Context: an optimization exercise on an open-source flow, tuned for small area, a short achievable clock period and few clock cycles. The choices shown serve that exercise and are no tape-out recipe. In this exercise RTL edits were held to simulation tests only and were not proved equivalent to the original. Power and IR drop assume default switching activity.

## run 1
Design alu_core, start of the top module:
module alu_core (
    input  logic               clk_i,
    input  logic               rst_n_i,
    input  apb_pkg::apb_addr_t paddr_i,
    input  logic               psel_i,
    input  logic               penable_i,
    input  logic               pwrite_i,
    input  alu_pkg::word_t     pwdata_i,
    output alu_pkg::word_t     prdata_o,
    output logic               pready_o,
    output logic               pslverr_o
);
For scale: roughly 79 I/O pins, about 19000 um2 of cells after synthesis.
clock: 20.0 ns
lec_check: 0
abc_area: 1
cap_margin: 20
core_margin: 2
core_utilization: 60
cts_buf_list: sky130_fd_sc_hd__clkbuf_8
place_density: 0.72
slew_margin: 20
standard.sh (not shown) runs the stock make flow with config.mk's settings and CLKGATE_MAP_FILE= SYNTH_SCRIPT=/design/flow/synth_recipe.tcl, a recipe that flattens the netlist after the stock synthesis.
==> flow/flow/run.sh <==
#!/bin/bash
# The standard layout (standard.sh), with timing repair aimed at a
# shorter achieved period, port buffers of a plain buffer cell, and the
# resizer free to pick any equivalent cell.
set -euo pipefail
bash standard.sh \
    SETUP_SLACK_MARGIN=14.8 \
    MATCH_CELL_FOOTPRINT=0 \
    "BUFFER_PORTS_ARGS=-buffer_cell sky130_fd_sc_hd__buf_4" \
    finish > standard_flow.log 2>&1
Run 1: PASS, flow complete, no timing, DRC or antenna violations
Testbench counts of run 1, summed over its fixed seeds: cycles 156,718.
[inputs] run 2 vs run 1
- CTS_CLUSTER_SIZE now 12, previously not set
- CTS_CLUSTER_DIAMETER now 80, previously not set
- PLACE_DENSITY now 0.78, was 0.72
- CORE_UTILIZATION now 68, was 60
diff --git a/flow/flow/run.sh b/flow/flow/run.sh
--- a/flow/flow/run.sh
+++ b/flow/flow/run.sh
@@ -7,4 +7,4 @@
     SETUP_SLACK_MARGIN=14.8 \
     MATCH_CELL_FOOTPRINT=0 \
-    "BUFFER_PORTS_ARGS=-buffer_cell sky130_fd_sc_hd__buf_4" \
+    "BUFFER_PORTS_ARGS=-buffer_cell sky130_fd_sc_hd__buf_2" \
     finish > standard_flow.log 2>&1
### Flow results
Number of setup buffers added after CTS ends up higher on run 1.
For synthesized cell area, run 1 and run 2 come out practically identical.
Looking at kind of critical path, the flip-flop to flip-flop result is from run 2; the flip-flop to primary output one comes from run 1.
Lower met3 layer usage reported by global route goes to run 1 over run 2.
From run 1 to run 2 the numbers moved as follows: fraction of area in registers climbed 1.4 points, portion of total power attributed to the clock network dropped 9.6 points.
Run 2 — overall power after layout about 14% lower, run 1 as reference
Compared with run 1, run 2 shows a fraction of final layout cells sized beyond drive strength 1 that is 2.4 points lower.
Looking at utilization, run 2 sits 5.5 points higher than run 1 does.
Post-synthesis average cell area: run 1 vs run 2, no meaningful difference
For run 3, these inputs were changed with respect to run 2:
- CORE_UTILIZATION: 68 -> 60
- PLACE_DENSITY: 0.78 -> 0.72
diff --git a/flow/flow/run.sh b/flow/flow/run.sh
--- a/flow/flow/run.sh
+++ b/flow/flow/run.sh
@@ -5,5 +5,5 @@
 set -euo pipefail
 bash standard.sh \
-    SETUP_SLACK_MARGIN=14.8 \
+    SETUP_SLACK_MARGIN=14.6 \
     MATCH_CELL_FOOTPRINT=0 \
     "BUFFER_PORTS_ARGS=-buffer_cell sky130_fd_sc_hd__buf_2" \
[summary]
Of run 3 and run 2, it is run 3 that has the higher count of non-filler cells in the finished layout.
Area of all placed cells without fillers (run 3 over run 2): increase, about 0.4%
Run 3 has fraction of standard cell area in multi-input logic below what run 2 had.
Final core utilization: run 3 vs run 2 down 8.6 points
Total power, run 2 and run 3: lower on run 2
Comparing run 3 with run 2, the standby leakage power came out essentially unchanged.
Growth of design area from synthesis to finish, run 2 and run 3, higher one = run 3.
Of the two values seen for highest routed metal layer, met5 was produced by run 2 and met4 by run 3.
Compared with run 2, in run 3 met2 wire length went up; minimum setup slack in the final design went down.
### run 3 -> run 4
diff --git a/flow/flow/run.sh b/flow/flow/run.sh
--- a/flow/flow/run.sh
+++ b/flow/flow/run.sh
@@ -5,5 +5,5 @@
 set -euo pipefail
 bash standard.sh \
-    SETUP_SLACK_MARGIN=14.6 \
+    SETUP_SLACK_MARGIN=14.8 \
     MATCH_CELL_FOOTPRINT=0 \
     "BUFFER_PORTS_ARGS=-buffer_cell sky130_fd_sc_hd__buf_2" \
Notes after the runs:
- Relative to run 3, clock network power share has decreased by 1.4 points in run 4.
- On area taken by flip-flops and latches, run 3 tracks run 4 almost exactly.
- The via count of run 4 is lower than that of run 3.
- Compare run 4 and run 3 | post-cts resize count lower: run 3
- Relative to run 3, the proportion of cell area occupied by multi-input gates of run 4 is lower by 0.60 points.
- The flow did not stop early for run 4: all stages ran, and the layout cleared the timing, design-rule and antenna checks.
- Wire length delta (run 3 -> run 4): insignificant
- From run 3 to run 4 the numbers moved as follows: area growth from synthesis to final layout climbed 1.6 points, global routing usage on met3 now sits higher.
- A critical path class of input pin to flip-flop is what run 4 shows, while flip-flop to flip-flop belongs to run 3.
- Hold slack delta (run 4 − run 3): unfavourable
Here is what was changed in the inputs of run 5 compared with run 4.
diff --git a/flow/flow/run.sh b/flow/flow/run.sh
--- a/flow/flow/run.sh
+++ b/flow/flow/run.sh
@@ -5,5 +5,5 @@
 set -euo pipefail
 bash standard.sh \
-    SETUP_SLACK_MARGIN=14.8 \
+    SETUP_SLACK_MARGIN=15.1 \
     MATCH_CELL_FOOTPRINT=0 \
     "BUFFER_PORTS_ARGS=-buffer_cell sky130_fd_sc_hd__buf_2" \
Findings:
Run 5 finished all stages; the layout is clean.
Of run 4 and run 5, the run reporting the lower final hold slack was run 4.
Changes observed in run 5 relative to run 4: ratio of final minimum period to clock period decreased 0.32 points; setup slack increased 0.063 ns; cell area reported after detailed placement essentially unchanged; highest clock frequency the design can meet increased 0.0024 GHz; via count increased about 3%.
Between run 4 and run 5, non-clock inverter instance count of the final layout increased.

[static timing again, ports no longer ideal]
Ports are ideal in the flow. The routed layouts listed here were re-timed in OpenROAD. Step 1 assumes that a clkbuf_16 drives the clock port and a buf_2 every other input. Step 2 moves the port delays by t, midway between the first and last clock arrival at a register: inputs arrive t later, outputs are due t later. That takes back most of the time a late clock gives input paths. a / b / c = ideal / step 1 / step 2; a / b = the first two.
run	t, ns	setup slack, ns	clock arrival spread, ns	pins driven straight from the clock port
run 1	0.694	14.744 / 14.694 / 14.083	0.024 / 0.023	1
run 2	0.672	14.715 / 14.702 / 14.177	0.048 / 0.048	1
run 3	0.679	14.520 / 14.520 / 14.037	0.063 / 0.063	1
run 4	0.651	14.788 / 14.763 / 14.116	0.043 / 0.043	1
run 5	0.679	14.851 / 14.800 / 14.458	0.044 / 0.045	1
After both steps every run listed still meets setup and hold. The setup slack of run 4, which loses most, moves by -0.025 ns with the drivers and by -0.672 ns with both steps.
